This design comes from an exercise in tuning for small area and a short achievable clock period on the open sky130 flow, not from production work.
The RTL was checked by simulation tests, not by an equivalence proof against the original design.
Power figures rest on the tool's default switching activity, not on a simulated workload. The flow treats the clock pin as an ideal source, which a real chip does not have.

### config.mk
export PLATFORM = sky130hd
export DESIGN_NAME = dcache_top
export DESIGN_NICKNAME = dcache_top
export VERILOG_FILES = /design/flow/design.v
export SDC_FILE = /design/flow/constraint.sdc
export NUM_CORES = 4
export LEC_CHECK = 0
export CAP_MARGIN = 20
export CORE_MARGIN = 2
export CORE_UTILIZATION = 70
export PLACE_DENSITY = 0.8
export SETUP_SLACK_MARGIN = 2.0
export SLEW_MARGIN = 20
export SYNTH_HIERARCHICAL = 1
export SYNTH_MINIMUM_KEEP_SIZE = 0
export TNS_END_PERCENT = 100
export BUFFER_PORTS_ARGS = -buffer_cell sky130_fd_sc_hd__buf_2
export CTS_ARGS = -sink_clustering_enable -repair_clock_nets -dont_use_dummy_load -sink_clustering_size 30 -sink_clustering_max_diameter 80 -buf_list {sky130_fd_sc_hd__clkbuf_8 sky130_fd_sc_hd__clkbuf_16}
### constraint.sdc
create_clock -name core_clock -period 6.5 [get_ports {clk}]
set_input_delay 1.3000 -clock core_clock [delete_from_list [all_inputs] [get_ports {clk}]]
set_output_delay 1.3000 -clock core_clock [all_outputs]
set_load 0.01 [all_outputs]
### design.v
`timescale 1ns/1ps
package cache_pkg;
	localparam int ADDR_WIDTH = 32;                  
	localparam int DATA_WIDTH = 32;
	localparam int BYTE_SEL_WIDTH = $clog2(DATA_WIDTH / 8);
	localparam int TAG_MAX = 28;
	localparam int META_WIDTH = TAG_MAX + 2;
	typedef logic [DATA_WIDTH-1:0] word_t;
	typedef logic [DATA_WIDTH/8-1:0] byte_en_t;
	typedef struct packed {
		logic               valid;
		logic               dirty;
		logic [TAG_MAX-1:0] tag;
	} line_meta_t;
endpackage
`timescale 1ns/1ps
package mem_bus_pkg;
	localparam logic BUS_READ  = 1'b0;    
	localparam logic BUS_WRITE = 1'b1;    
	typedef enum logic [2:0] {
		IDLE      = 3'd0,    
		WB_BURST  = 3'd1,    
		WB_DONE   = 3'd2,    
		RF_BURST  = 3'd3,    
		RF_FINISH = 3'd4     
	} miss_state_t;
endpackage
`timescale 1ns/1ps
module cache_dec4 (
	input  logic [1:0] a,
	output logic [3:0] y
);
	assign y[0] = ~a[1] & ~a[0];
	assign y[1] = ~a[1] &  a[0];
	assign y[2] =  a[1] & ~a[0];
	assign y[3] =  a[1] &  a[0];
endmodule
module cache_word_read #(
	parameter int W = 32
) (
	input  logic [15:0]     sel,    
	input  logic [16*W-1:0] d,      
	output logic [W-1:0]    qn      
);
	logic [7:0][W-1:0] p;    
	logic [1:0][W-1:0] h;    
	for (genvar i = 0; i < 8; i++) begin : g_pair
		cache_aoi22 #(.W(W)) u_p (
			.s0 (sel[2*i]),     .d0 (d[(2*i)*W +: W]),
			.s1 (sel[2*i+1]),   .d1 (d[(2*i+1)*W +: W]),
			.y  (p[i])
		);
	end
	for (genvar j = 0; j < 2; j++) begin : g_half
		cache_nand4 #(.W(W)) u_h (
			.a (p[4*j]), .b (p[4*j+1]), .c (p[4*j+2]), .d (p[4*j+3]),
			.y (h[j])
		);
	end
	cache_nor2 #(.W(W)) u_q (.a(h[0]), .b(h[1]), .y(qn));
endmodule
module cache_aoi22 #(
	parameter int W = 32
) (
	input  logic         s0,
	input  logic         s1,
	input  logic [W-1:0] d0,
	input  logic [W-1:0] d1,
	output logic [W-1:0] y
);
	for (genvar i = 0; i < W; i = i + 2) begin : g_b
		localparam int PW = (W - i < 2) ? W - i : 2;
		cache_aoi22_n #(.W(PW)) u_g (
			.s0(s0), .s1(s1), .d0(d0[i +: PW]), .d1(d1[i +: PW]), .y(y[i +: PW])
		);
	end
endmodule
module cache_aoi22_n #(
	parameter int W = 2
) (
	input  logic         s0,
	input  logic         s1,
	input  logic [W-1:0] d0,
	input  logic [W-1:0] d1,
	output logic [W-1:0] y
);
	assign y = ~(({W{s0}} & d0) | ({W{s1}} & d1));
endmodule
module cache_nand4 #(
	parameter int W = 32
) (
	input  logic [W-1:0] a,
	input  logic [W-1:0] b,
	input  logic [W-1:0] c,
	input  logic [W-1:0] d,
	output logic [W-1:0] y
);
	assign y = ~(a & b & c & d);
endmodule
module cache_nor2 #(
	parameter int W = 32
) (
	input  logic [W-1:0] a,
	input  logic [W-1:0] b,
	output logic [W-1:0] y
);
	assign y = ~(a | b);
endmodule
module cache_dec4n (
	input  logic [1:0] a,
	output logic [3:0] yn
);
	for (genvar i = 0; i < 4; i++) begin : g_y
		assign yn[i] = ~(a == 2'(i));
	end
endmodule
module cache_offsel_n (
	input  logic [1:0] off,
	input  logic [3:0] boh,     
	input  logic       idle,
	output logic [3:0] yn
);
	for (genvar i = 0; i < 4; i++) begin : g_y
		assign yn[i] = ~(boh[i] | (idle & (off == 2'(i))));
	end
endmodule
module cache_sel16n (
	input  logic [3:0]  sn,
	input  logic [3:0]  on,
	output logic [15:0] k
);
	for (genvar i = 0; i < 16; i++) begin : g_k
		assign k[i] = ~(sn[i / 4] | on[i % 4]);
	end
endmodule
module cache_tag_read #(
	parameter int W = 26
) (
	input  logic [7:0]     sel,    
	input  logic [8*W-1:0] d,      
	output logic [W-1:0]   q
);
	logic [3:0][W-1:0] p;    
	for (genvar i = 0; i < 4; i++) begin : g_pair
		cache_aoi22 #(.W(W)) u_p (
			.s0 (sel[2*i]),     .d0 (d[(2*i)*W +: W]),
			.s1 (sel[2*i+1]),   .d1 (d[(2*i+1)*W +: W]),
			.y  (p[i])
		);
	end
	cache_nand4 #(.W(W)) u_q (.a(p[0]), .b(p[1]), .c(p[2]), .d(p[3]), .y(q));
endmodule
module cache_wen16 (
	input  logic [3:0]  sn,
	input  logic [3:0]  on,
	input  logic        cn,
	output logic [15:0] en
);
	for (genvar i = 0; i < 16; i++) begin : g_k
		assign en[i] = ~(sn[i / 4] | on[i % 4] | cn);
	end
endmodule
`timescale 1ns/1ps
module cache_tag_match #(
	parameter int TW = 26
) (
	input  logic [TW-1:0] stored,
	input  logic [TW-1:0] addr_tag,
	output logic [2:0]    eqp        
);
	localparam int NG = (TW + 2) / 3;    
	logic [8:0] ne;       
	for (genvar g = 0; g < 9; g++) begin : g_grp
		localparam int LO = 3 * g;
		localparam int GW = (LO >= TW) ? 1 : ((TW - LO < 3) ? TW - LO : 3);
		if (LO < TW) begin : g_cmp
			cache_ne #(.W(GW)) u_ne (
				.a  (stored[LO +: GW]),
				.b  (addr_tag[LO +: GW]),
				.ne (ne[g])
			);
		end else begin : g_none
			assign ne[g] = 1'b0;
		end
	end
	for (genvar j = 0; j < 3; j++) begin : g_part
		assign eqp[j] = ~|ne[3*j +: 3];
	end
endmodule
module cache_ne #(
	parameter int W = 4
) (
	input  logic [W-1:0] a,
	input  logic [W-1:0] b,
	output logic         ne
);
	assign ne = ~&(a ~^ b);
endmodule
module cache_hit_mux #(
	parameter int NS = 4,
	parameter int W  = 8
) (
	input  logic [NS-1:0]      sv1,    
	input  logic [NS-1:0][2:0] eq1,    
	input  logic [W-1:0]       d0n,    
	input  logic [W-1:0]       d1n,    
	output logic [W-1:0]       q
);
	logic [NS-1:0] h;
	logic          sel1;
	for (genvar s = 0; s < NS; s++) begin : g_s
		assign h[s] = sv1[s] & (&eq1[s]);
	end
	assign sel1 = |h;
	assign q = ~(sel1 ? d1n : d0n);
endmodule
module cache_stall #(
	parameter int NS = 4
) (
	input  logic               req,
	input  logic               busy,
	input  logic [NS-1:0]      sv0,
	input  logic [NS-1:0]      sv1,
	input  logic [NS-1:0][2:0] eq0,
	input  logic [NS-1:0][2:0] eq1,
	output logic               stall
);
	logic [NS-1:0] h;
	for (genvar s = 0; s < NS; s++) begin : g_s
		assign h[s] = (sv0[s] & (&eq0[s])) | (sv1[s] & (&eq1[s]));
	end
	assign stall = req & (busy | ~|h);
endmodule
module cache_setv #(
	parameter int NS = 4
) (
	input  logic [1:0]    idx,
	input  logic [NS-1:0] valid,
	output logic [NS-1:0] sv
);
	for (genvar s = 0; s < NS; s++) begin : g_s
		assign sv[s] = (idx == 2'(s)) & valid[s];
	end
endmodule
`timescale 1ns/1ps
`timescale 1ns/1ps
module dcache_top (
	input  logic        clk,
	input  logic        rst,
	input  logic [31:0] cpu_addr,
	input  logic [3:0]  cpu_byte_en,
	input  logic        cpu_read,
	input  logic        cpu_write,
	input  logic [31:0] cpu_wr_data,
	output logic [31:0] cpu_rd_data,
	output logic        cpu_stall,
	output logic [31:0] mem_addr,
	output logic        mem_addr_valid,
	output logic        mem_we,
	output logic [31:0] mem_wr_data,
	output logic        mem_wr_valid,
	output logic        mem_wr_last,
	input  logic        mem_addr_ready,
	input  logic        mem_rd_valid,
	input  logic [31:0] mem_rd_data,
	input  logic        mem_wr_ready,
	input  logic        mem_wr_done
);
	localparam int NW = 2;     
	localparam int NS = 4;     
	localparam int NO = 4;     
	localparam int TW = 26;    
	logic [NW-1:0][NS-1:0][TW-1:0]   tag_q;
	logic [NW-1:0][NS-1:0]           valid_q;
	logic [NW-1:0][NS-1:0]           dirty_q;
	logic [NW-1:0][NS*NO-1:0][31:0]  data_q;     
	logic       busy;       
	logic       s_wb;       
	logic       s_wbd;      
	logic       s_rf;       
	logic       s_rff;      
	logic [1:0] beat;       
	logic       rr;         
	logic       vway;       
	logic       mav;        
	logic [3:0] burst_oh;   
	logic       idle_q;     
	logic [TW-1:0] cpu_tag;
	logic [1:0]    idx;
	logic [1:0]    cpu_off;
	logic          cpu_req;
	assign cpu_tag = cpu_addr[31:6];
	assign idx     = cpu_addr[5:4];
	assign cpu_off = cpu_addr[3:2];
	assign cpu_req = cpu_read | cpu_write;
	logic [NS-1:0] set_dec;
	cache_dec4 u_set_dec   (.a(idx), .y(set_dec));
	logic [NW-1:0][NS-1:0][2:0] eqp;     
	logic [NW-1:0][NS-1:0]      match;   
	logic [NW-1:0]              hit_w;
	logic                       hit;
	logic [NW-1:0][NS-1:0]      sv_h;    
	for (genvar w = 0; w < NW; w++) begin : g_hit
		for (genvar s = 0; s < NS; s++) begin : g_set
			cache_tag_match #(.TW(TW)) u_match (
				.stored   (tag_q[w][s]),
				.addr_tag (cpu_tag),
				.eqp      (eqp[w][s])
			);
			assign match[w][s] = valid_q[w][s] & (&eqp[w][s]);
		end
		assign hit_w[w] = |(set_dec & match[w]);
		cache_setv #(.NS(NS)) u_sv (.idx(idx), .valid(valid_q[w]), .sv(sv_h[w]));
	end
	assign hit = |hit_w;
	logic v0, v1, victim_way, wb_needed;
	assign v0 = |(set_dec & valid_q[0]);
	assign v1 = |(set_dec & valid_q[1]);
	assign victim_way = v0 ? (v1 ? rr : 1'b1) : 1'b0;
	assign wb_needed  = v0 & v1 & |(set_dec & (rr ? dirty_q[1] : dirty_q[0]));
	logic miss;
	assign miss = cpu_req & ~hit;
	cache_stall #(.NS(NS)) u_stall (
		.req     (cpu_req),
		.busy    (busy),
		.sv0     (sv_h[0]),
		.sv1     (sv_h[1]),
		.eq0     (eqp[0]),
		.eq1     (eqp[1]),
		.stall   (cpu_stall)
	);
	logic [NW-1:0][31:0] rword_n;      
	logic [NS-1:0]       set_n, set_n_r;
	logic [NO-1:0]       off_n;
	cache_dec4n    u_set_n   (.a(idx), .yn(set_n));
	cache_dec4n    u_set_n_r (.a(idx), .yn(set_n_r));
	logic [NO-1:0]       off_n_w;      
	cache_offsel_n u_off_n   (.off(cpu_off), .boh(burst_oh), .idle(idle_q), .yn(off_n));
	cache_offsel_n u_off_n_w (.off(cpu_off), .boh(burst_oh), .idle(idle_q), .yn(off_n_w));
	logic [NW-1:0][NS*NO-1:0] rsel_r;    
	for (genvar w = 0; w < NW; w++) begin : g_rword
		cache_sel16n u_rsel (.sn(set_n_r), .on(off_n), .k(rsel_r[w]));
		cache_word_read #(.W(32)) u_rd (
			.sel (rsel_r[w]),
			.d   (data_q[w]),
			.qn  (rword_n[w])
		);
	end
	for (genvar b = 0; b < 4; b++) begin : g_rbyte
		cache_hit_mux #(.NS(NS), .W(8)) u_hmux (
			.sv1     (sv_h[1]),
			.eq1     (eqp[1]),
			.d0n     (rword_n[0][8*b +: 8]),
			.d1n     (rword_n[1][8*b +: 8]),
			.q       (cpu_rd_data[8*b +: 8])
		);
	end
	assign mem_wr_data = ~(vway ? rword_n[1] : rword_n[0]);
	logic [NS-1:0] set_v;
	logic [TW-1:0] vtag;
	cache_dec4 u_set_dec_v (.a(idx), .y(set_v));
	cache_tag_read #(.W(TW)) u_vtag (
		.sel ({set_v & {NS{vway}}, set_v & {NS{~vway}}}),
		.d   (tag_q),
		.q   (vtag)
	);
	assign mem_addr_valid = mav;
	assign mem_we         = s_wb;
	assign mem_wr_valid   = s_wb;
	assign mem_wr_last    = s_wb & (beat == 2'd3);
	assign mem_addr       = s_wb ? {vtag, idx, 4'b0000} : {cpu_tag, idx, 4'b0000};
	logic          wen;
	logic [NW-1:0] wway;
	logic [3:0]    wbe;
	logic [31:0]   wdata;
	assign wen   = busy ? (s_rf & mem_rd_valid) : cpu_write;
	assign wway  = busy ? {vway, ~vway} : hit_w;
	assign wbe   = busy ? 4'hf : cpu_byte_en;
	assign wdata = busy ? mem_rd_data : cpu_wr_data;
	logic [NW-1:0][3:0]             col_n;
	logic [NW-1:0][3:0][NS*NO-1:0]  den;
	for (genvar w = 0; w < NW; w++) begin : g_dway
		for (genvar b = 0; b < 4; b++) begin : g_byte
			assign col_n[w][b] = ~(wen & wway[w] & wbe[b]);
			cache_wen16 u_wen (.sn(set_n), .on(off_n_w), .cn(col_n[w][b]), .en(den[w][b]));
			for (genvar k = 0; k < NS * NO; k++) begin : g_word
				always_ff @(posedge clk) begin
					if (den[w][b][k])
						data_q[w][k][8*b +: 8] <= wdata[8*b +: 8];
				end
			end
		end
	end
	logic [NW-1:0][NS-1:0] fill;
	for (genvar w = 0; w < NW; w++) begin : g_mway
		for (genvar s = 0; s < NS; s++) begin : g_mset
			assign fill[w][s] = s_rff & (vway == 1'(w)) & set_dec[s];
			always_ff @(posedge clk) begin
				if (fill[w][s]) begin
					tag_q[w][s]   <= cpu_tag;
					dirty_q[w][s] <= 1'b0;
				end else if (~busy & cpu_write & hit_w[w] & set_dec[s]) begin
					dirty_q[w][s] <= 1'b1;
				end
			end
			always_ff @(posedge clk or negedge rst) begin
				if (!rst)
					valid_q[w][s] <= 1'b0;
				else if (fill[w][s])
					valid_q[w][s] <= 1'b1;
			end
		end
	end
	always_ff @(posedge clk or negedge rst) begin
		if (!rst) begin
			busy  <= 1'b0;
			s_wb  <= 1'b0;
			s_wbd <= 1'b0;
			s_rf  <= 1'b0;
			s_rff <= 1'b0;
			beat  <= 2'd0;
			rr    <= 1'b0;
			mav   <= 1'b0;
			burst_oh <= 4'b0000;
			idle_q   <= 1'b1;
		end else begin
			if (mav & mem_addr_ready)
				mav <= 1'b0;
			if (~busy & miss) begin
				busy <= 1'b1;
				mav  <= 1'b1;
				s_wb <= wb_needed;
				s_rf <= ~wb_needed;
				burst_oh <= 4'b0001;
				idle_q   <= 1'b0;
			end
			if (s_wb & mem_wr_ready) begin
				beat <= beat + 2'd1;
				burst_oh <= {burst_oh[2:0], burst_oh[3]};
				if (beat == 2'd3) begin
					s_wb  <= 1'b0;
					s_wbd <= 1'b1;
				end
			end
			if (s_wbd & mem_wr_done) begin
				s_wbd <= 1'b0;
				s_rf  <= 1'b1;
				mav   <= 1'b1;
			end
			if (s_rf & mem_rd_valid) begin
				beat <= beat + 2'd1;
				burst_oh <= {burst_oh[2:0], burst_oh[3]};
				if (beat == 2'd3) begin
					s_rf  <= 1'b0;
					s_rff <= 1'b1;
				end
			end
			if (s_rff) begin
				s_rff <= 1'b0;
				busy  <= 1'b0;
				burst_oh <= 4'b0000;
				idle_q   <= 1'b1;
				rr    <= ~rr;
			end
		end
	end
	always_ff @(posedge clk) begin
		if (~busy)
			vway <= victim_way;
	end
endmodule
### flow/run.sh
#!/bin/bash
# The standard layout with two changes to how it is made:
#  - ports get plain buffers (buf_2) instead of the resizer's default pick, a delay cell;
#  - the clock tree uses clkbuf_8/clkbuf_16, clusters of up to 30 sinks within 80 um,
#    and no dummy loads.
# Synthesis, floorplan, power grid, placement, repair and routing are the standard flow's.
# make's full output goes to flow_make.log here; ORFS keeps each step's log under orfs/logs.
set -euo pipefail
cat >> config.mk <<'EOC'
export BUFFER_PORTS_ARGS = -buffer_cell sky130_fd_sc_hd__buf_2
export CTS_ARGS = -sink_clustering_enable -repair_clock_nets -dont_use_dummy_load -sink_clustering_size 30 -sink_clustering_max_diameter 80 -buf_list {sky130_fd_sc_hd__clkbuf_8 sky130_fd_sc_hd__clkbuf_16}
EOC
bash standard.sh > flow_make.log 2>&1
### standard.sh
#!/bin/bash
# synth_recipe.tcl (not shown) runs the flow's synth.tcl, then flattens the netlist and writes it again
# the make line also repeats each setting of config.mk as NAME=value (left out here)
make -C /OpenROAD-flow-scripts/flow DESIGN_CONFIG=/design/flow/config.mk WORK_HOME=/design/flow/orfs CLKGATE_MAP_FILE= SYNTH_SCRIPT=/design/flow/synth_recipe.tcl "${@:-finish}"
==> results of run 1 <==
==> final cells by class <==
cell class                      count  share of cell area [%]
Clock buffer                       50                    2.21
Tap cell                          940                    2.08
Antenna cell                        1                 0.00442
Inverter                           14                  0.0973
Multi-Input combinational cell   1612                    23.5
Sequential cell                  1263                    66.7
Timing Repair Buffer              393                    5.41
==> worst max-delay path: cells and delay by family <==
family / cells / cell delay, ns
compound gates: 2 / 0.39
simple gates: 3 / 0.65
buf+inv: 6 / 0.83
mux: 1 / 0.14
==> registers in the layout, indices dropped and copies added (netlist names) <==
name,flops
beat,2
burst_oh,4
busy,1
data_q,1024
dirty_q,8
idle_q,1
mav,1
rr,1
s_rf,1
s_rff,1
s_wb,1
s_wbd,1
tag_q,208
valid_q,8
vway,1
==> metal layers <==
metal	share of wire [%]	GRT usage (%)	wire, um
met5	0.024	0	32
met4	5.1	15.7	6680
met3	11	6.84	14800
met2	49	57.4	65000
met1	34	44.8	44800
==> modules after synthesis, one instance, submodules excluded, excerpt <==
module	flops+latches	times used
cache_sel16n	0	2
cache_dec4	0	2
cache_dec4n	0	2
cache_wen16	0	8
dcache_top	1263	1
cache_offsel_n	0	2
==> what timing repair did <==
item,CTS,global route
hold endpoints to repair,0,0
pin swaps,87,64
cloned,1,0
hold buffers,0,0
setup buffers,59,24
gates resized for setup,198,149
setup endpoints to repair,114,66
==> cell usage in the layout, fill, tap and decap left out, drive strengths merged, types with 6 or more instances in the layout <==
cell type and n:
mux2i 65, inv 14, a31oi 9, nand2 16, nand2b 6, dfxtp 8
xnor2 209, clkbuf 51, dfrtp 21, or2 11, a21oi 19, a22oi 622
and3 12, nand4 185, nor3 153, buf 392, mux2 63, nor2 110
nand3 76, and2 11, edfxtp 1233, nor2b 8
==> power by group through the flow <==
stage | clock [mW] | combinational, mW | sequential [mW]
after floorplan | 0 | 2.33 | 9.98
after global placement | 0 | 4.08 | 10.1
after detailed placement | 0 | 4.26 | 10.1
after CTS | 3.60 | 4.66 | 9.89
after global routing | 3.85 | 5.34 | 9.94
final | 3.59 | 5.15 | 9.92
==> synth_stat cells (all sizes together), types with 2 or more instances <==
cell	instances
a21oi	19
a22oi	622
a31oi	9
and2	11
and2b	2
and3	12
and3b	4
buf	27
clkbuf	12
dfrtp	21
dfxtp	8
edfxtp	1233
inv	14
mux2	63
mux2i	65
nand2	16
nand2b	6
nand3	76
nand3b	3
nand4	185
nor2	109
nor2b	8
nor3	153
nor3b	2
o211ai	4
o21a	2
o32ai	3
or2	11
or3	2
xnor2	209
==> kinds of logic (layout without fill, tap and decap cells) <==
| group | count (synthesis) | after routing | synth area share (%) |
|---|---|---|---|
| DFF | 1263 | 1263 | 76.0 |
| AOI/OAI and AO/OA | 667 | 667 | 10.0 |
| and+or+nand+nor | 601 | 602 | 6.96 |
| xor gates and xnor gates | 210 | 210 | 3.71 |
| muxes | 128 | 128 | 2.74 |
| buffers and inverters | 53 | 457 | 0.509 |
| adders and majority gates | 1 | 1 | 0.0252 |
| other | 1 | 5 | 0.00755 |
==> metrics by stage <==
stage | power, mW | cells | hold WS, ns
2_1_floorplan | 12.3 | 2927 | 0.422
3_3_place_gp | 14.1 | 4131 | 0.434
3_5_place_dp | 14.3 | 4133 | 0.435
4_1_cts | 18.2 | 4243 | 0.450
5_1_grt | 19.1 | 4272 | 0.477
6_report | 18.7 | 4273 | 0.452
==> path summary, 6_finish.rpt <==
kind                       cells past startpoint         from               to
min in group asynchronous                      1          rst       valid_q[3]
max                                           12  cpu_addr[2]  mem_wr_data[10]
min reg2reg                                    2   dirty_q[7]       dirty_q[7]
max reg2reg                                   11   tag_q[166]     data_q[1010]
min                                            2   dirty_q[7]       dirty_q[7]
max in group asynchronous                      1          rst             busy
==> results.toml, run 1 <==
[drt]
wl_per_cell_um = 30.8
totalWireLength_mm = 131
via_count = 30700
post-route-drc-count = 0
firstDrtPassIters = 9
vias_per_cell = 7.19
drtIter0Drc = 3828
antenna_left = 0

[setup_path]
crit_top_cell = "buf_8"
cp_data_arrival_time_ns = 3.33
start_kind = "primary input"
cp_slowest_cell = "nor2_2"
required_ns = 5.20
critPathKind = "primary input to primary output"
cp_slowest_stage_delay_ns = 0.35
r2r_slack_ns = 2.59
worstPathCellList = "buf_8, inv_2, a31oi_4, buf_6, nor2_4, buf_8, buf_8, a22oi_2, nand4_1, nor2_2, mux2i_1, buf_2"
critPathMaxFanout = 8
setup.worst_path.end_class = "primary output"

[placement]
routabilityCongestion = 0.915
portBuffers = 202
dp_hpwl_mm = 82.1
place_area_mm2 = 0.0526
place_ws_ns = 0.917

[layout]
final_cell_area_mm2 = 0.0566
fill_cells = 3551
drive_gt1_share_pct = 25.5
final_nets = 3443
multi_input_area_mm2 = 0.0133
syn2layout_area_growth_pct = 14.0
final_util_pct = 80.7
seq_area_mm2 = 0.0377

[power_and_ir_drop]
pwr-share-seq_pct = 53.1
clkPwrFrac_pct = 19.3
powerDensity_mw_per_mm2 = 330
leakagePower_nw = 17.4
p_comb_share_pct = 27.6
power_switching_mw = 5.94
internal_power_mw = 12.7
switching_share_pct = 31.8
vdd_drop_max_uv = 339

[floorplan]
io_pins = 209
start_util_pct = 70.8
num_rows = 97
dieHeight_um = 270
core_mm2 = 0.0701
dieWidth_um = 270
die-area_mm2 = 0.0731

[global_route]
grt_pass1_vias = 30400
grt.total_usage_pct = 34.6
antenna_found_initial = 5
grt_max_degree = 48
overflow = 0
grt_first_pass_wirelength_mm = 187

[synth]
synth_area_leaders = "edfxtp_1, a22oi_1, xnor2_1"
ys_ff_latch = 1263
yosysSeqAreaShare_pct = 76.0
synth_warnings = 7
ys.flop_type = "edfxtp_1"
synth_top_cell_by_area = "edfxtp_1"
async_flop_share_pct = 1.74
avgSynthCellArea_um2 = 17.0
synth_edf_count = 1233
syn_inst = 2924
netlist_area_mm2 = 0.0496
synth_cell_types = 53
synth_top_area_share_pct = 74.6

[timing]
tightest_slew_ns = 1.20
rsz0062_at_grt = "yes"
hold_viol = 0
fin_ws_ns = 1.87
finalSetupTns_ns = 0
relSlewSlack_pct = 19.7
slew_violations = 0
skew_ns = 0.0584
setup_violations = 0
max_freq_mhz = 216
finalCritPeriodShare_pct = 71.3
period_needed_ns = 4.63

[cts]
clock_latency_ns = 0.66
cts_tree = "built"
cts.sinks = 1263
clockBufferDepth = 3
cts_made_buffers = 50
htree_levels = 2
cts-root-buf = "clkbuf_16"
path_clk_slew_ns = 0.10

[hold_path]
hp-class = "flop to flop"

[status]
status = "complete, no violations"

[run]
drv_cap = 0
==> run 2, diff against run 1 <==
--- a/design.v
+++ b/design.v
@@ -40,7 +40,8 @@
 ) (
 	input  logic [15:0]     sel,    
 	input  logic [16*W-1:0] d,      
-	output logic [W-1:0]    qn      
+	output logic [W-1:0]    qn_c,   
+	output logic [W-1:0]    qn_m    
 );
 	logic [7:0][W-1:0] p;    
 	logic [1:0][W-1:0] h;    
@@ -57,7 +58,8 @@
 			.y (h[j])
 		);
 	end
-	cache_nor2 #(.W(W)) u_q (.a(h[0]), .b(h[1]), .y(qn));
+	cache_nor2 #(.W(W)) u_qc (.a(h[0]), .b(h[1]), .y(qn_c));
+	cache_nor2 #(.W(W)) u_qm (.a(h[0]), .b(h[1]), .y(qn_m));
 endmodule
 module cache_aoi22 #(
 	parameter int W = 32
@@ -330,20 +332,23 @@
 		.stall   (cpu_stall)
 	);
 	logic [NW-1:0][31:0] rword_n;      
-	logic [NS-1:0]       set_n, set_n_r;
-	logic [NO-1:0]       off_n;
-	cache_dec4n    u_set_n   (.a(idx), .yn(set_n));
-	cache_dec4n    u_set_n_r (.a(idx), .yn(set_n_r));
+	logic [NW-1:0][31:0] rword_mn;     
+	logic [NS-1:0]       set_n;
 	logic [NO-1:0]       off_n_w;      
-	cache_offsel_n u_off_n   (.off(cpu_off), .boh(burst_oh), .idle(idle_q), .yn(off_n));
+	cache_dec4n    u_set_n   (.a(idx), .yn(set_n));
 	cache_offsel_n u_off_n_w (.off(cpu_off), .boh(burst_oh), .idle(idle_q), .yn(off_n_w));
-	logic [NW-1:0][NS*NO-1:0] rsel_r;    
+	logic [NW-1:0][NS-1:0]    set_n_r;
+	logic [NW-1:0][NO-1:0]    off_n;
+	logic [NW-1:0][NS*NO-1:0] rsel_r;
 	for (genvar w = 0; w < NW; w++) begin : g_rword
-		cache_sel16n u_rsel (.sn(set_n_r), .on(off_n), .k(rsel_r[w]));
+		cache_dec4n    u_set_n_r (.a(idx), .yn(set_n_r[w]));
+		cache_offsel_n u_off_n   (.off(cpu_off), .boh(burst_oh), .idle(idle_q), .yn(off_n[w]));
+		cache_sel16n   u_rsel    (.sn(set_n_r[w]), .on(off_n[w]), .k(rsel_r[w]));
 		cache_word_read #(.W(32)) u_rd (
 			.sel (rsel_r[w]),
 			.d   (data_q[w]),
-			.qn  (rword_n[w])
+			.qn_c (rword_n[w]),
+			.qn_m (rword_mn[w])
 		);
 	end
 	for (genvar b = 0; b < 4; b++) begin : g_rbyte
@@ -355,7 +360,7 @@
 			.q       (cpu_rd_data[8*b +: 8])
 		);
 	end
-	assign mem_wr_data = ~(vway ? rword_n[1] : rword_n[0]);
+	assign mem_wr_data = ~(vway ? rword_mn[1] : rword_mn[0]);
 	logic [NS-1:0] set_v;
 	logic [TW-1:0] vtag;
 	cache_dec4 u_set_dec_v (.a(idx), .y(set_v));
==> run 2 against run 1 <==
Synthesized area up 0.59%. Worst hold slack improved by 0.0092 ns. Die area grew 0.59%. Routed wire length rose by 0.40%. Clock-buffer cell count fell by 1. Non-clock buffer count grew 18. Sequential cell count is the same. Cell count increased by 2.1%. Highest routed layer unchanged.
==> results.toml, run 2 <==
[timing]
tightest_slew_ns = 1.22
slew_violations = 0
hold-worst-slack_ns = 0.461
skew_ns = 0.0538
relSlewSlack_pct = 18.3
rsz0062_at_grt = "yes"
setup_violations = 0
hold_viol = 0
finalCritPeriodShare_pct = 70.8
period_needed_ns = 4.60
max_freq_mhz = 217
finalSetupTns_ns = 0

[floorplan]
dieHeight_um = 271
dieWidth_um = 271
core_mm2 = 0.0703
die-area_mm2 = 0.0735
start_util_pct = 71.1
num_rows = 97
io_pins = 209

[synth]
syn_inst = 2998
ys_top_cells_by_count = "edfxtp_1, a22oi_1, xnor2_1"
synth_top_cell_by_area = "edfxtp_1"
avgSynthCellArea_um2 = 16.7
synth_area_leaders = "edfxtp_1, a22oi_1, xnor2_1"
netlist_area_mm2 = 0.0499
synth-compound-area-share_pct = 10.0
synth_warnings = 7
synth_top_area_share_pct = 74.2
synthXorXnorAreaFrac_pct = 3.68
synth_top_family_by_area = "compound AO/OA/AOI/OAI gates"
ys_ff_latch = 1263
yosysSeqAreaShare_pct = 75.6
synthAdderAreaFrac_pct = 0.0251
yosys.area_share.simple_pct = 7.44
yosysMostFrequentCell = "edfxtp_1"
synth_edf_count = 1233
synth_cell_types = 53
async_flop_share_pct = 1.74
ys.flop_type = "edfxtp_1"
synthMuxAreaShare_pct = 2.72

[drt]
vias_per_cell = 7.18
post-route-drc-count = 0
wl_per_cell_um = 30.2
via_count = 31300
antenna_left = 0
drtIter0Drc = 3884
totalWireLength_mm = 132
firstDrtPassIters = 8

[hold_path]
whs_endpoint = "dirty_q[4]"
holdPathStages = 2
holdCritStartpoint = "dirty_q[4]"
hp-class = "flop to flop"

[setup_path]
r2r_slack_ns = 2.48
critPathMaxFanout = 32
setup.worst_path.end_class = "primary output"
cp-startpoint = "cpu_addr[5]"
worstPathCellList = "buf_6, nand2_1, nor2_2, buf_6, a22oi_1, nand4_1, nor2_1, mux2i_1, buf_2"
r2r_cells = 11
cp_data_arrival_time_ns = 3.30
critPathKind = "primary input to primary output"
crit_top_cell = "buf_6"
cp_slowest_cell = "buf_6"
start_kind = "primary input"
r2r-start = "tag_q[114]"
cp_slowest_stage_delay_ns = 0.34
required_ns = 5.20
r2r-end = "data_q[578]"

[cts]
path_clk_slew_ns = 0.12
clockBufferDepth = 3
cts_tree = "built"
cts-root-buf = "clkbuf_16"
cts_made_buffers = 49
htree_levels = 2
clock_latency_ns = 0.66
cts.sinks = 1263

[layout]
largest_register_ffs = 1024
final_nets = 3534
drive_gt1_share_pct = 24.4
final_cell_area_mm2 = 0.0569
final_common_cell = "edfxtp_1"
top_register = "data_q"
top_regs = "data_q: 1024 flops, tag_q: 208 flops"
mostFrequentLayoutCells = "edfxtp_1, a22oi_1, xnor2_1, buf_2, nand4_1"
syn2layout_area_growth_pct = 13.9

[global_route]
overflow = 0
grt_pass1_vias = 30900
antenna_found_initial = 5
grt.total_usage_pct = 34.7
grt_first_pass_wirelength_mm = 189
grt_max_degree = 48

[status]
status = "complete, no violations"

[placement]
place_area_mm2 = 0.0530
portBuffers = 202
dp_hpwl_mm = 82.2
routabilityCongestion = 0.905

[run]
drv_cap = 0

[power_and_ir_drop]
leakagePower_nw = 17.7
vdd_drop_max_uv = 528
powerDensity_mw_per_mm2 = 328
run 2: critical path, delay by kind of cell:
kind / cells / cell delay (ns)
buffers and inverters: 3 / 0.78
multiplexers: 1 / 0.28
AND/OR/NAND/NOR: 4 / 0.75
AO/OA/AOI/OAI: 1 / 0.12
run 2: report_power, final:
group          switching [mW]  leakage (nW)  total, mW  internal (mW)
logic                    3.51          5.69       5.08           1.57
clock network            2.23         0.604       3.59           1.36
registers               0.247          11.4       9.99           9.74
total                    5.98          17.7       18.7           12.7
run 2: kinds of logic after synthesis:
| group | Yosys count |
|---|---|
| compound gates | 671 |
| xor+xnor | 210 |
| fa+ha+maj | 1 |
| buf+inv | 55 |
| flops | 1263 |
| mux | 128 |
| other cells | 1 |
| simple gates | 669 |
run 2: final cells by class:
type                    count  area [um^2]
well taps                 940         1180
clock buffers              49         1230
repair buffers            411         3210
flip-flops and latches   1263        37700
inverters                  16         71.3
fillers                  3526        13400
diodes                      1         2.50
multi-input cells        1684        13400
run 2: metrics by stage:
stage / setup WS (ns) / total power [mW] / utilization, % / std cells
floorplan: 2.00 / 12.4 / - / 3001
detailed placement: 1.01 / 14.5 / 75.5 / 4232
global placement: 1.21 / 14.3 / 75.5 / 4232
CTS: 1.98 / 18.2 / 78.9 / 4335
finish: 1.90 / 18.7 / 80.9 / 4364
global route: 1.87 / 19.1 / 80.9 / 4363
run 2: worst max-delay path by stage:
| stage | end |
|---|---|
| detailed placement | mem_wr_data[26] |
| floorplan | cpu_rd_data[0] |
| CTS | data_q[14] |
| global route | mem_wr_data[16] |
| finish | mem_wr_data[9] |
| global placement | mem_wr_data[26] |
run 2: timing repair:
action,CTS,global route
setup endpoints to repair,314,110
hold buffers,0,0
gates cloned,1,1
pin swaps,57,103
buffers inserted,53,19
resized for setup,144,187
run 2: routing by layer:
metal | share of wire [%] | routed length, um | vias to the layer above | global-route usage (%)
li1 | - | - | 13200 | -
met5 | 0.026 | 34 | - | 0
met4 | 4.8 | 6360 | 6 | 14.8
met1 | 34 | 44700 | 15600 | 44.9
met3 | 11 | 14800 | 393 | 6.51
met2 | 50 | 66000 | 2114 | 58.1
run 2: per-module statistics from Yosys (local to each module, per instance), a selection:
module	area [um^2]	times used	flops+latches	cells inside
cache_dec4	26.3	2	0	4
cache_dec4n	22.5	3	0	4
cache_sel16n	60.1	2	0	16
dcache_top	39700	1	1263	1510
cache_wen16	90.1	8	0	18
cache_offsel_n	32.5	3	0	6
==> run 3, diff against run 2 <==
--- a/design.v
+++ b/design.v
@@ -335,7 +335,7 @@
 	logic [NW-1:0][31:0] rword_mn;     
 	logic [NS-1:0]       set_n;
 	logic [NO-1:0]       off_n_w;      
-	cache_dec4n    u_set_n   (.a(idx), .yn(set_n));
+	assign set_n = ~set_dec;
 	cache_offsel_n u_off_n_w (.off(cpu_off), .boh(burst_oh), .idle(idle_q), .yn(off_n_w));
 	logic [NW-1:0][NS-1:0]    set_n_r;
 	logic [NW-1:0][NO-1:0]    off_n;
@@ -361,11 +361,9 @@
 		);
 	end
 	assign mem_wr_data = ~(vway ? rword_mn[1] : rword_mn[0]);
-	logic [NS-1:0] set_v;
 	logic [TW-1:0] vtag;
-	cache_dec4 u_set_dec_v (.a(idx), .y(set_v));
 	cache_tag_read #(.W(TW)) u_vtag (
-		.sel ({set_v & {NS{vway}}, set_v & {NS{~vway}}}),
+		.sel ({set_dec & {NS{vway}}, set_dec & {NS{~vway}}}),
 		.d   (tag_q),
 		.q   (vtag)
 	);
==> run 3 against run 2 <==
Combinational power increased by 2%. Synthesized cell count down 0.13%. Critical path type unchanged. Synthesized area about the same. Largest power group unchanged. Clock skew shrank 0.0057 ns. Non-clock buffer count rose by 42. Largest cell class unchanged. Sequential share of layout area down 0.44 points.
==> results.toml, run 3 <==
[status]
status = "complete, no violations"

[placement]
dp_hpwl_mm = 83.7
place_inst = 4259
place_area_mm2 = 0.0532
portBuffers = 202
routabilityCongestion = 0.923

[synth]
yosys.area_share.simple_pct = 7.32
yosysMostFrequentCell = "edfxtp_1"
synth_top_family_by_area = "compound AO/OA/AOI/OAI gates"
synth_top_area_share_pct = 74.2
synth_area_leaders = "edfxtp_1, a22oi_1, xnor2_1"
synthAdderAreaFrac_pct = 0.0251
netlist_area_mm2 = 0.0499
avgSynthCellArea_um2 = 16.7
synth_edf_count = 1233
yosysSeqAreaShare_pct = 75.6
synth_cell_types = 56
async_flop_share_pct = 1.74
ys.flop_type = "edfxtp_1"
synthMuxAreaShare_pct = 2.72
synth-compound-area-share_pct = 10.0
ys_ff_latch = 1263
ys_top_cells_by_count = "edfxtp_1, a22oi_1, xnor2_1"
synthXorXnorAreaFrac_pct = 3.69
syn_inst = 2994
synth_top_cell_by_area = "edfxtp_1"
synth_warnings = 7

[layout]
seq_area_mm2 = 0.0377
drive_gt1_share_pct = 25.0
final_nets = 3573
final-instance-count-excl-fill = 4404
multi_input_area_mm2 = 0.0134
largest_register_ffs = 1024
mostFrequentLayoutCells = "edfxtp_1, a22oi_1, buf_4, buf_2, xnor2_1"
final_cell_area_mm2 = 0.0572
syn2layout_area_growth_pct = 14.7
fill_cells = 3425
final_common_cell = "edfxtp_1"
top_regs = "data_q: 1024 flops, tag_q: 208 flops"
top_register = "data_q"

[timing]
finalCritPeriodShare_pct = 70.4
hold_viol = 0
setup_violations = 0
finalSetupTns_ns = 0
relSlewSlack_pct = 16.7
period_needed_ns = 4.57
rsz0062_at_grt = "yes"
slew_violations = 0
tightest_slew_ns = 1.24
skew_ns = 0.0481
max_freq_mhz = 219

[global_route]
grt_pass1_vias = 31100
overflow = 0
grt_first_pass_wirelength_mm = 194
grt_max_degree = 43
grt.total_usage_pct = 35.9
antenna_found_initial = 4

[setup_path]
worstPathCellList = "buf_6, xnor2_1, nand3_2, nor3_4, nand4_2, nand4_4, mux2i_1, buf_2"
cp_slowest_stage_delay_ns = 0.38
start_kind = "primary input"
required_ns = 5.20
cp_slowest_cell = "nor3_4"
setup.worst_path.end_class = "primary output"
critPathKind = "primary input to primary output"
r2r_slack_ns = 2.32
critPathMaxFanout = 17
r2r-start = "tag_q[195]"
cp_data_arrival_time_ns = 3.27
r2r_cells = 11
r2r-end = "data_q[531]"

[hold_path]
whs_endpoint = "dirty_q[6]"
holdCritStartpoint = "dirty_q[6]"
holdPathStages = 2
hp-class = "flop to flop"

[cts]
cts-root-buf = "clkbuf_16"
htree_levels = 2
clockBufferDepth = 3
cts_hold_buf = 0
cts_tree = "built"
cts.sinks = 1263
clock_latency_ns = 0.66
cts_made_buffers = 50
path_clk_slew_ns = 0.10

[floorplan]
io_pins = 209
core_mm2 = 0.0703
num_rows = 97
die-area_mm2 = 0.0734
dieWidth_um = 271
start_util_pct = 71.0
dieHeight_um = 271

[drt]
via_count = 32200
totalWireLength_mm = 137
antenna_left = 0
firstDrtPassIters = 6
post-route-drc-count = 0
drtIter0Drc = 5477
vias_per_cell = 7.31
wl_per_cell_um = 31.0

[power_and_ir_drop]
leakagePower_nw = 18.0
vdd_drop_max_uv = 396
powerDensity_mw_per_mm2 = 327

[run]
drv_cap = 0
## run 3: cell types whose count changed in the layout (fill, tap and decap cells not counted), moves of 6 or more
cell	previous run	this run
buf_4	153	196
nor3_1	72	102
nor3_2	69	39
a22oi_1	558	549
nor2_2	40	31
nor2_4	19	28
buf_6	43	51
a22oi_2	64	71
nor2_1	115	121
## run 3: logic make-up after synthesis
kind of cell / after synthesis
xor gates and xnor gates: 210
adders and majority gates: 1
and+or+nand+nor: 660
DFF: 1263
muxes: 128
buffers and inverters: 59
AOI/OAI and AO/OA: 672
other: 1
## run 3: how the worst max path moves through the flow
stage / startpoint / end / slack, ns / cells past startpoint
global route: cpu_addr[19] / cpu_rd_data[4] / 1.88 / 8
global placement: cpu_addr[10] / data_q[614] / 1.23 / 11
detailed placement: cpu_addr[10] / data_q[882] / 1.11 / 11
finish: cpu_addr[19] / cpu_rd_data[22] / 1.93 / 8
CTS: cpu_addr[2] / mem_wr_data[12] / 1.96 / 10
floorplan: cpu_addr[5] / cpu_rd_data[0] / 2.00 / 6
## run 3: layer usage
metal	up-vias	global-route usage [%]	share of wire, %
li1	13300	-	-
met1	15900	50.0	35
met2	2602	56.8	48
met3	384	7.19	13
met4	6	13.8	4.1
met5	-	0	0.029
## run 3: modules after synthesis, one instance, submodules excluded, excerpt
| module | cell area (um^2) | cells | flops+latches |
|---|---|---|---|
| dcache_top | 39700 | 1514 | 1263 |
| cache_wen16 | 90.1 | 18 | 0 |
| cache_sel16n | 60.1 | 16 | 0 |
| cache_offsel_n | 32.5 | 6 | 0 |
| cache_dec4 | 26.3 | 4 | 0 |
| cache_dec4n | 22.5 | 4 | 0 |
## run 3: worst max-delay path: cells and delay by family
family,cells,cell delay (ns)
and+or+nand+nor,4,1.02
buffers and inverters,2,0.32
muxes,1,0.31
xor gates and xnor gates,1,0.29
## run 3: stage by stage
step | hold slack, ns | setup slack, ns | utilization (%) | total power, mW
final | 0.482 | 1.93 | 81.4 | 18.7
after CTS | 0.471 | 1.96 | 79.5 | 18.2
after detailed placement | 0.456 | 1.11 | 75.8 | 14.5
after global routing | 0.495 | 1.88 | 81.4 | 19.2
after global placement | 0.435 | 1.23 | 75.8 | 14.4
after floorplan | 0.425 | 2.00 | - | 12.4
## run 3: report_power, final
group / total, mW / switching (mW) / internal (mW) / leakage, nW
logic: 5.20 / 3.60 / 1.60 / 5.94
clock network: 3.60 / 2.22 / 1.38 / 0.616
registers: 9.94 / 0.200 / 9.74 / 11.4
total: 18.7 / 6.02 / 12.7 / 18.0
## run 3: final cells by class
cell class	count	area share, %
Timing Repair Buffer	453	6.22
Clock buffer	50	2.19
Tap cell	940	2.06
Timing Repair inverter	1	0.00874
Inverter	20	0.168
Antenna cell	2	0.00874
Sequential cell	1263	65.9
Multi-Input combinational cell	1675	23.4
## run 3: what timing repair did
item / in CTS / in global routing
resized for setup: 163 / 199
endpoints found under the setup margin: 232 / 90
buffers inserted: 68 / 21
pin swaps: 65 / 78
gates cloned: 1 / 1
==> run 4, diff against run 3 <==
==> flow/run.sh (replaced) <==
#!/bin/bash
# The standard layout with two changes to how it is made:
#  - ports get plain buffers (buf_2) instead of the resizer's default pick, a delay cell;
#  - the clock tree uses clkbuf_4/clkbuf_8, clusters of up to 12 sinks within 50 um,
#    and no dummy loads.
# Synthesis, floorplan, power grid, placement, repair and routing are the standard flow's.
# make's full output goes to flow_make.log here; ORFS keeps each step's log under orfs/logs.
set -euo pipefail
cat >> config.mk <<'EOC'
export BUFFER_PORTS_ARGS = -buffer_cell sky130_fd_sc_hd__buf_2
export CTS_ARGS = -sink_clustering_enable -repair_clock_nets -dont_use_dummy_load -sink_clustering_size 12 -sink_clustering_max_diameter 50 -buf_list {sky130_fd_sc_hd__clkbuf_4 sky130_fd_sc_hd__clkbuf_8}
EOC
bash standard.sh > flow_make.log 2>&1
--- a/config.mk
+++ b/config.mk
@@ -15,4 +15,4 @@
 export SYNTH_MINIMUM_KEEP_SIZE = 0
 export TNS_END_PERCENT = 100
 export BUFFER_PORTS_ARGS = -buffer_cell sky130_fd_sc_hd__buf_2
-export CTS_ARGS = -sink_clustering_enable -repair_clock_nets -dont_use_dummy_load -sink_clustering_size 30 -sink_clustering_max_diameter 80 -buf_list {sky130_fd_sc_hd__clkbuf_8 sky130_fd_sc_hd__clkbuf_16}
+export CTS_ARGS = -sink_clustering_enable -repair_clock_nets -dont_use_dummy_load -sink_clustering_size 12 -sink_clustering_max_diameter 50 -buf_list {sky130_fd_sc_hd__clkbuf_4 sky130_fd_sc_hd__clkbuf_8}
==> run 4 against run 3 <==
Synthesized area unchanged. Largest power group unchanged. Synthesized cell count unchanged. Combinational power up 7.5%. Critical endpoint is now mem_wr_data[21]. Sequential power about the same. Via count up 5.0%. Worst hold slack worse by 0.00081 ns. Core utilization up 2.0 points. Setup slack worse by 0.33 ns. Cell area up 2.5%. Sequential share of layout area down 1.6 points. Sequential cell count unchanged.
==> results.toml, run 4 <==
[layout]
syn2layout_area_growth_pct = 17.6
top_register = "data_q"
final_common_cell = "edfxtp_1"
mostFrequentLayoutCells = "edfxtp_1, a22oi_1, buf_4, buf_2, nand4_1"
drive_gt1_share_pct = 29.0
final_nets = 3679
top_regs = "data_q: 1024 flops, tag_q: 208 flops"
largest_register_ffs = 1024

[synth]
syn_inst = 2994
yosysSeqAreaShare_pct = 75.6
synth_cell_types = 56
yosys.area_share.simple_pct = 7.32
avgSynthCellArea_um2 = 16.7
netlist_area_mm2 = 0.0499
synthMuxAreaShare_pct = 2.72
synth_warnings = 7
synthAdderAreaFrac_pct = 0.0251
synth_edf_count = 1233
synth_area_leaders = "edfxtp_1, a22oi_1, xnor2_1"
async_flop_share_pct = 1.74
ys_top_cells_by_count = "edfxtp_1, a22oi_1, xnor2_1"
synth_top_family_by_area = "compound AO/OA/AOI/OAI gates"
synth_top_cell_by_area = "edfxtp_1"
ys.flop_type = "edfxtp_1"
ys_ff_latch = 1263
synth_top_area_share_pct = 74.2
synthXorXnorAreaFrac_pct = 3.69
synth-compound-area-share_pct = 10.0
yosysMostFrequentCell = "edfxtp_1"

[floorplan]
start_util_pct = 71.0
num_rows = 97
io_pins = 209
dieWidth_um = 271
die-area_mm2 = 0.0734
dieHeight_um = 271
core_mm2 = 0.0703

[global_route]
overflow = 0
grt_first_pass_wirelength_mm = 197
grt.total_usage_pct = 36.7
grt_max_degree = 43
grt_pass1_vias = 31800
antenna_found_initial = 5

[setup_path]
start_kind = "primary input"
critPathKind = "primary input to primary output"
critPathMaxFanout = 9
cp-startpoint = "cpu_addr[3]"
setup.worst_path.end_class = "primary output"
cp_data_arrival_time_ns = 3.61
r2r-start = "tag_q[141]"
required_ns = 5.20

[cts]
path_clk_slew_ns = 0.10
cts_tree = "built"
cts-root-buf = "clkbuf_8"
htree_levels = 4
clock_latency_ns = 0.80
clockBufferDepth = 3
cts_hold_buf = 0
cts_made_buffers = 130
cts.sinks = 1263

[placement]
place_ws_ns = 1.11
portBuffers = 202
routabilityCongestion = 0.923
dp_hpwl_mm = 83.7

[drt]
vias_per_cell = 7.49
firstDrtPassIters = 8
post-route-drc-count = 0
via_count = 33800
drtIter0Drc = 6236
antenna_left = 0
totalWireLength_mm = 146
wl_per_cell_um = 32.5

[power_and_ir_drop]
powerDensity_mw_per_mm2 = 337
vdd_drop_max_uv = 371
finalPower_mw = 19.8
leakagePower_nw = 18.6

[timing]
relSlewSlack_pct = 17.3
hold-worst-slack_ns = 0.481
rsz0062_at_grt = "yes"
fin_ws_ns = 1.59
setup_violations = 0
finalCritPeriodShare_pct = 75.5
skew_ns = 0.0681
tightest_slew_ns = 1.23
slew_violations = 0
hold_viol = 0
max_freq_mhz = 204
finalSetupTns_ns = 0
period_needed_ns = 4.91

[hold_path]
hp-class = "primary input to asynchronous set/reset pin"

[status]
status = "complete, no violations"

[run]
drv_cap = 0
## run 4: changes by cell type in the layout (fill, tap and decap cells not counted), moves of 4 or more
cell / change
a22oi_2: +50
xnor2_1: -9
buf_12: +8
nor2_4: +4
a22oi_1: -50
nor2_1: -4
buf_8: +4
clkbuf_8: +130
buf_4: -12
buf_6: +16
xnor2_2: +9
clkbuf_16: -42
## run 4: metal layers
layer	vias up	wire length [um]	global-route usage, %
met2	3220	68300	57.3
met4	8	7520	15.1
met3	623	22000	8.82
met1	16500	48500	50.4
li1	13500	-	-
met5	-	54	0.0658
## run 4: path summary, 6_finish.rpt
check                             endpoint  slack, ns  depth (start not counted)
max                        mem_wr_data[21]       1.59                         12
min                             valid_q[6]       0.48                          1
max reg2reg                    data_q[719]       2.15                         13
min reg2reg                        beat[0]       0.49                          1
max in group asynchronous       valid_q[5]       5.59                          1
min in group core_clock            beat[0]       0.49                          1
## run 4: cell families (layout without fill, tap and decap cells)
group,count (synthesis),in the layout
xor+xnor,210,210
other cells,1,7
fa+ha+maj,1,1
flops,1263,1263
simple gates,660,660
compound gates,672,672
buf+inv,59,630
mux,128,128
## run 4: per-module statistics from Yosys, one instance, submodules excluded, a selection
| module | flip-flops and latches | area, um^2 |
|---|---|---|
| cache_dec4 | 0 | 26.3 |
| cache_dec4n | 0 | 22.5 |
| cache_offsel_n | 0 | 32.5 |
| cache_sel16n | 0 | 60.1 |
| cache_wen16 | 0 | 90.1 |
| dcache_top | 1263 | 39700 |
## run 4: final cells by class
type                       instances  area, um^2
inverter                          20        97.6
antenna                            3        7.51
sequential                      1263       37700
multi-input combinational       1675       13800
clock buffer                     130        1790
timing repair inverter             1        5.00
tap                              940        1180
fill                            3094       11600
timing repair buffer             479        4060
## run 4: report_power, final
group,internal [mW],total (mW),switching [mW],leakage [nW]
logic,1.76,5.59,3.83,6.25
clock network,1.78,4.27,2.48,0.935
registers,9.74,9.94,0.193,11.4
## run 4: what timing repair did
item / in CTS / in global routing
setup endpoints to repair: 115 / 90
gates resized for setup: 173 / 287
pin swaps: 81 / 111
gates cloned: 1 / 9
buffers inserted: 69 / 35
## run 4: through the flow
step / instances / instance area (um^2) / util [%]
after floorplan: 2997 / 49900 / -
after global placement: 4259 / 53200 / 75.8
after detailed placement: 4259 / 53200 / 75.8
after CTS: 4459 / 56500 / 80.4
after global routing: 4509 / 58700 / 83.5
final: 4511 / 58700 / 83.5
## run 4: critical path, cell delays in order
cell     delay [ns]
buf_16         0.12
buf_4          0.15
a31oi_4        0.21
buf_12         0.19
nor2_4         0.05
buf_4          0.19
a22oi_1        0.50
nand4_1        0.25
buf_4          0.22
nor2_2         0.12
mux2i_1        0.11
buf_2          0.19

==> static timing again, ports no longer ideal <==
No port has a modelled driver above. Below, the same layouts with a new extraction and two added sets of constraints. Step 1, drivers: a clkbuf_16 drives clk and a buf_2 each remaining input, both assumed. Step 2 also shifts input and output timing later by t, the mid clock arrival at the registers, as if the neighbouring blocks saw the same clock. Slacks: ideal / step 1 / step 2; pairs: ideal / step 1.
| run | shift t [ns] | setup WS [ns] | hold slack, ns | pins driven straight from the clock port |
|---|---|---|---|---|
| run 1 | 0.701 | 1.866 / 1.727 / 1.526 | 0.452 / 0.452 / 0.452 | 1 |
| run 2 | 0.703 | 1.897 / 1.740 / 1.431 | 0.461 / 0.461 / 0.461 | 1 |
| run 3 | 0.707 | 1.925 / 1.767 / 1.258 | 0.482 / 0.482 / 0.482 | 1 |
| run 4 | 0.828 | 1.595 / 1.421 / 1.064 | 0.481 / 0.440 / 0.487 | 1 |
After both steps every run listed still meets setup and hold. For run 3, which loses most, drivers alone change the setup slack by -0.158 ns; drivers and shift together by -0.667 ns.
